What follows belongs to an exercise in optimizing a design on an open flow for small area and a short achievable clock period; a production flow would make more cautious choices.
Power is estimated from default activity; no workload was simulated.

==> flow/design.v (excerpt) <==
module ws2812b_frame_feeder
#(
    parameter int LEDCOUNT = 36,
    parameter int ADDR_W   = 6,
    parameter int FPS_DIV  = 90000
) (
    input  logic               clk,
    input  logic               resetn,
    input  logic               wr_en,
    input  logic [ADDR_W-1:0]  wr_addr,
    input  logic [PIXEL_W-1:0] wr_data,
    input  logic               commit,
    output logic               bitstream_available,
    output logic [PIXEL_W-1:0] bitstream,
    input  logic               bitstream_read,
    output logic               frame_busy,
    output logic               frame_done,
    output logic               commit_pending,
    output logic               frame_overrun
);
==> module ws2812b_nand4, before the edit <==
module ws2812b_nand4 (
    input  logic a, b, c, d,
    output logic y
);
    assign y = !(a && b && c && d);
endmodule
==> module ws2812b_nor3, before the edit <==
module ws2812b_nor3 (
    input  logic a, b, c,
    output logic y
);
    assign y = !(a || b || c);
endmodule
==> module ws2812b_nand2, before the edit <==
module ws2812b_nand2 (
    input  logic a, b,
    output logic y
);
    assign y = !(a && b);
endmodule
==> module ws2812b_or24n, before the edit <==
module ws2812b_or24n (
    input  logic [23:0] i_n,
    output logic        y
);
    logic [5:0] w_or4;
    logic [1:0] w_nor;
    genvar k;
    generate
        for (k = 0; k < 6; k++) begin : g_l1
            ws2812b_nand4 u_nand4 (
                .a (i_n[4*k]), .b (i_n[4*k + 1]), .c (i_n[4*k + 2]), .d (i_n[4*k + 3]),
                .y (w_or4[k])
            );
        end
        for (k = 0; k < 2; k++) begin : g_l2
            ws2812b_nor3 u_nor3 (
                .a (w_or4[3*k]), .b (w_or4[3*k + 1]), .c (w_or4[3*k + 2]),
                .y (w_nor[k])
            );
        end
    endgenerate
    ws2812b_nand2 u_nand2 (.a (w_nor[0]), .b (w_nor[1]), .y (y));
endmodule
==> flow/config.mk <==
export PLATFORM = sky130hd
export DESIGN_NAME = ws2812b_frame_feeder
export DESIGN_NICKNAME = ws2812b_frame_feeder
export VERILOG_FILES = /design/flow/design.v
export SDC_FILE = /design/flow/constraint.sdc
export NUM_CORES = 4
export LEC_CHECK = 0
export CAP_MARGIN = 20
export CORE_MARGIN = 2
export CORE_UTILIZATION = 65
export SETUP_SLACK_MARGIN = 2.5
export SLEW_MARGIN = 20
export SYNTH_HIERARCHICAL = 1
==> flow/constraint.sdc <==
create_clock -name core_clock -period 5.0 [get_ports {clk}]
set_input_delay 1.0000 -clock core_clock [delete_from_list [all_inputs] [get_ports {clk}]]
set_output_delay 1.0000 -clock core_clock [all_outputs]
set_load 0.01 [all_outputs]
run.sh (not shown) runs the stock make flow with config.mk's settings and CLKGATE_MAP_FILE= SYNTH_SCRIPT=/design/flow/synth_recipe.tcl, a recipe that flattens the netlist after the stock synthesis.
Next try:
--- a/flow/design.v
+++ b/flow/design.v
@@ -14,52 +14,17 @@
 module ws2812b_aoi222 (
     input  logic a1, b1, a2, b2, a3, b3,
     output logic y
 );
     assign y = !((a1 && b1) || (a2 && b2) || (a3 && b3));
 endmodule
-module ws2812b_nand4 (
-    input  logic a, b, c, d,
-    output logic y
-);
-    assign y = !(a && b && c && d);
-endmodule
-module ws2812b_nor3 (
-    input  logic a, b, c,
-    output logic y
-);
-    assign y = !(a || b || c);
-endmodule
-module ws2812b_nand2 (
-    input  logic a, b,
-    output logic y
-);
-    assign y = !(a && b);
-endmodule
 module ws2812b_or24n (
     input  logic [23:0] i_n,
     output logic        y
 );
-    logic [5:0] w_or4;
-    logic [1:0] w_nor;
-    genvar k;
-    generate
-        for (k = 0; k < 6; k++) begin : g_l1
-            ws2812b_nand4 u_nand4 (
-                .a (i_n[4*k]), .b (i_n[4*k + 1]), .c (i_n[4*k + 2]), .d (i_n[4*k + 3]),
-                .y (w_or4[k])
-            );
-        end
-        for (k = 0; k < 2; k++) begin : g_l2
-            ws2812b_nor3 u_nor3 (
-                .a (w_or4[3*k]), .b (w_or4[3*k + 1]), .c (w_or4[3*k + 2]),
-                .y (w_nor[k])
-            );
-        end
-    endgenerate
-    ws2812b_nand2 u_nand2 (.a (w_nor[0]), .b (w_nor[1]), .y (y));
+    assign y = !(&i_n);
 endmodule
 module ws2812b_pixel_ram
 #(
     parameter int LEDCOUNT = 36,
     parameter int ADDR_W   = 6
 ) (
The new run completed with no timing, DRC or antenna violations.
Routed wire length came out higher by 3.7%.
Clock-buffer cell count came out higher by 16.
Setup slack gets worse by 0.068 ns.
Total power came out higher by 3.3%.
Design area came out lower by 0.41%.
Combinational power came out higher by about 3%.
Cell count came out lower by about 0.4%.
Die area came out lower by 0.38%.
Utilization stays flat.
Area after synthesis came out lower by 0.39%.
Maximum frequency came out lower by 2.3%.
Global-route usage came out higher by 1.6 points.
No functional check of the RTL was part of any run of this note.

---

## old
Another version of the RTL of ws2812b_frame_feeder (not shown whole).
For scale: roughly 64 I/O pins.
==> module ws2812b_pixel_ram, before the edit <==
module ws2812b_pixel_ram
#(
    parameter int LEDCOUNT = 36,
    parameter int ADDR_W   = 6
) (
    input  logic                clk,
    input  logic                i_wr_en,
    input  logic                i_wr_bank,
    input  logic [ADDR_W-1:0]   i_wr_addr,
    input  logic [PIXEL_W-1:0]  i_wr_data,
    input  logic                i_rd_bank,
    input  logic [LEDCOUNT-1:0] i_rd_sel,     
    output logic [PIXEL_W-1:0]  o_rd_data     
);
    logic [LEDCOUNT-1:0][PIXEL_W-1:0] r_bank0;
    logic [LEDCOUNT-1:0][PIXEL_W-1:0] r_bank1;
    logic [LEDCOUNT-1:0]              w_we0;
    logic [LEDCOUNT-1:0]              w_we1;
    always_comb begin
        for (int i = 0; i < LEDCOUNT; i++) begin
            w_we0[i] = i_wr_en && !i_wr_bank && (i_wr_addr == ADDR_W'(i));
            w_we1[i] = i_wr_en &&  i_wr_bank && (i_wr_addr == ADDR_W'(i));
        end
    end
    always_ff @(posedge clk) begin
        for (int i = 0; i < LEDCOUNT; i++) begin
            if (w_we0[i]) r_bank0[i] <= i_wr_data;
            if (w_we1[i]) r_bank1[i] <= i_wr_data;
        end
    end
    logic [PIXEL_W-1:0][5:0] r_part;
    logic [PIXEL_W-1:0][5:0] w_part;
    always_ff @(posedge clk) begin
        r_part <= w_part;
    end
    genvar b, i;
    generate
        for (b = 0; b < PIXEL_W; b++) begin : g_bit
            logic [LEDCOUNT-1:0] w_col0;
            logic [LEDCOUNT-1:0] w_col1;
            logic                w_rd0_n;
            logic                w_rd1_n;
            for (i = 0; i < LEDCOUNT; i++) begin : g_col
                assign w_col0[i] = r_bank0[i][b];
                assign w_col1[i] = r_bank1[i][b];
            end
            ws2812b_rd_bank_bit u_rd0 (.i_sel (i_rd_sel), .i_data (w_col0), .o_or (w_part[b][2:0]));
            ws2812b_rd_bank_bit u_rd1 (.i_sel (i_rd_sel), .i_data (w_col1), .o_or (w_part[b][5:3]));
            ws2812b_nor3 u_nor0 (.a (r_part[b][0]), .b (r_part[b][1]), .c (r_part[b][2]), .y (w_rd0_n));
            ws2812b_nor3 u_nor1 (.a (r_part[b][3]), .b (r_part[b][4]), .c (r_part[b][5]), .y (w_rd1_n));
            ws2812b_mux2i u_mux (.a0 (w_rd0_n), .a1 (w_rd1_n), .s (i_rd_bank), .y (o_rd_data[b]));
        end
    endgenerate
endmodule
clock: 5.0 ns
lec_check: 0
cap_margin: 20
core_margin: 2
core_utilization: 65
cts_cluster_diameter: 100
cts_cluster_size: 28
setup_slack_margin: 2.8
slew_margin: 20
synth_hierarchical: 1
Input changes introduced in new (baseline for comparison: old):
==> flow/design.v, changed modules only <==
module ws2812b_nor2 (
    input  logic a, b,
    output logic y
);
    assign y = !(a || b);
endmodule
module ws2812b_dec_lo (
    input  logic [2:0] i_addr,
    output logic [7:0] o_n
);
    always_comb begin
        for (int k = 0; k < 8; k++) o_n[k] = !(i_addr == 3'(k));
    end
endmodule
module ws2812b_dec_hi (
    input  logic       i_en,
    input  logic [2:0] i_addr,
    output logic [4:0] o_n
);
    always_comb begin
        for (int k = 0; k < 5; k++) o_n[k] = !(i_en && (i_addr == 3'(k)));
    end
endmodule
module ws2812b_pixel_ram
#(
    parameter int LEDCOUNT = 36,
    parameter int ADDR_W   = 6
) (
    input  logic                clk,
    input  logic                i_wr_en,
    input  logic                i_wr_bank,
    input  logic [ADDR_W-1:0]   i_wr_addr,
    input  logic [PIXEL_W-1:0]  i_wr_data,
    input  logic                i_rd_bank,
    input  logic [LEDCOUNT-1:0] i_rd_sel,     
    output logic [PIXEL_W-1:0]  o_rd_data     
);
    logic [LEDCOUNT-1:0][PIXEL_W-1:0] r_bank0;
    logic [LEDCOUNT-1:0][PIXEL_W-1:0] r_bank1;
    logic [LEDCOUNT-1:0]              w_we0;
    logic [LEDCOUNT-1:0]              w_we1;
    logic [7:0]                       w_lo_n;
    logic [4:0]                       w_hi0_n;
    logic [4:0]                       w_hi1_n;
    ws2812b_dec_lo u_dec_lo (
        .i_addr (i_wr_addr[2:0]),
        .o_n    (w_lo_n)
    );
    ws2812b_dec_hi u_dec_hi0 (
        .i_en   (i_wr_en && !i_wr_bank),
        .i_addr (i_wr_addr[5:3]),
        .o_n    (w_hi0_n)
    );
    ws2812b_dec_hi u_dec_hi1 (
        .i_en   (i_wr_en && i_wr_bank),
        .i_addr (i_wr_addr[5:3]),
        .o_n    (w_hi1_n)
    );
    genvar w;
    generate
        for (w = 0; w < LEDCOUNT; w++) begin : g_we
            ws2812b_nor2 u_we0 (.a (w_hi0_n[w / 8]), .b (w_lo_n[w % 8]), .y (w_we0[w]));
            ws2812b_nor2 u_we1 (.a (w_hi1_n[w / 8]), .b (w_lo_n[w % 8]), .y (w_we1[w]));
        end
    endgenerate
    always_ff @(posedge clk) begin
        for (int i = 0; i < LEDCOUNT; i++) begin
            if (w_we0[i]) r_bank0[i] <= i_wr_data;
            if (w_we1[i]) r_bank1[i] <= i_wr_data;
        end
    end
    logic [PIXEL_W-1:0][5:0] r_part;
    logic [PIXEL_W-1:0][5:0] w_part;
    always_ff @(posedge clk) begin
        r_part <= w_part;
    end
    genvar b, i;
    generate
        for (b = 0; b < PIXEL_W; b++) begin : g_bit
            logic [LEDCOUNT-1:0] w_col0;
            logic [LEDCOUNT-1:0] w_col1;
            logic                w_rd0_n;
            logic                w_rd1_n;
            for (i = 0; i < LEDCOUNT; i++) begin : g_col
                assign w_col0[i] = r_bank0[i][b];
                assign w_col1[i] = r_bank1[i][b];
            end
            ws2812b_rd_bank_bit u_rd0 (.i_sel (i_rd_sel), .i_data (w_col0), .o_or (w_part[b][2:0]));
            ws2812b_rd_bank_bit u_rd1 (.i_sel (i_rd_sel), .i_data (w_col1), .o_or (w_part[b][5:3]));
            ws2812b_nor3 u_nor0 (.a (r_part[b][0]), .b (r_part[b][1]), .c (r_part[b][2]), .y (w_rd0_n));
            ws2812b_nor3 u_nor1 (.a (r_part[b][3]), .b (r_part[b][4]), .c (r_part[b][5]), .y (w_rd1_n));
            ws2812b_mux2i u_mux (.a0 (w_rd0_n), .a1 (w_rd1_n), .s (i_rd_bank), .y (o_rd_data[b]));
        end
    endgenerate
endmodule
[summary]
- On die height, old and new are basically level.
- new against old: power density relative to cell area moved down, power picked up an extra 0.26 mW, routed length per instance up 2.0 um, final cell count saw an increase, maximum vdd drop went down by 0.024 mV.
- Any difference in instance count after placement with tap cells included between new and old is small enough to ignore.
Function was not checked in any run of this note: the RTL went through the layout flow alone.

## separate check: timing with driven ports
Ports are ideal in the flow. The routed layouts listed here were re-timed in OpenROAD. Step 1 assumes that a clkbuf_16 drives the clock port and a buf_2 every other input. Step 2 also shifts input and output timing later by t, the mid clock arrival at the registers, as if the neighbouring blocks saw the same clock. a / b / c = ideal / step 1 / step 2; a / b = the first two.
| run | t, ns | slack for setup (ns) | hold WS [ns] | worst data-port slew with drivers (ns) |
|---|---|---|---|---|
| the first run of note 1 | 0.847 | 2.126 / 2.126 / 1.617 | 0.435 / 0.435 / 0.435 | 0.18 |
| the second run of note 1 | 0.846 | 2.058 / 2.058 / 1.770 | 0.420 / 0.420 / 0.420 | 0.18 |
| old | 0.766 | 2.592 / 2.623 / 1.857 | 0.436 / 0.436 / 0.436 | 0.13 |
| new | 0.772 | 2.383 / 2.428 / 1.655 | 0.446 / 0.446 / 0.446 | 0.04 |
After both steps every run listed still meets setup and hold. The setup slack of old, which loses most, moves by +0.031 ns with the drivers and by -0.735 ns with both steps.
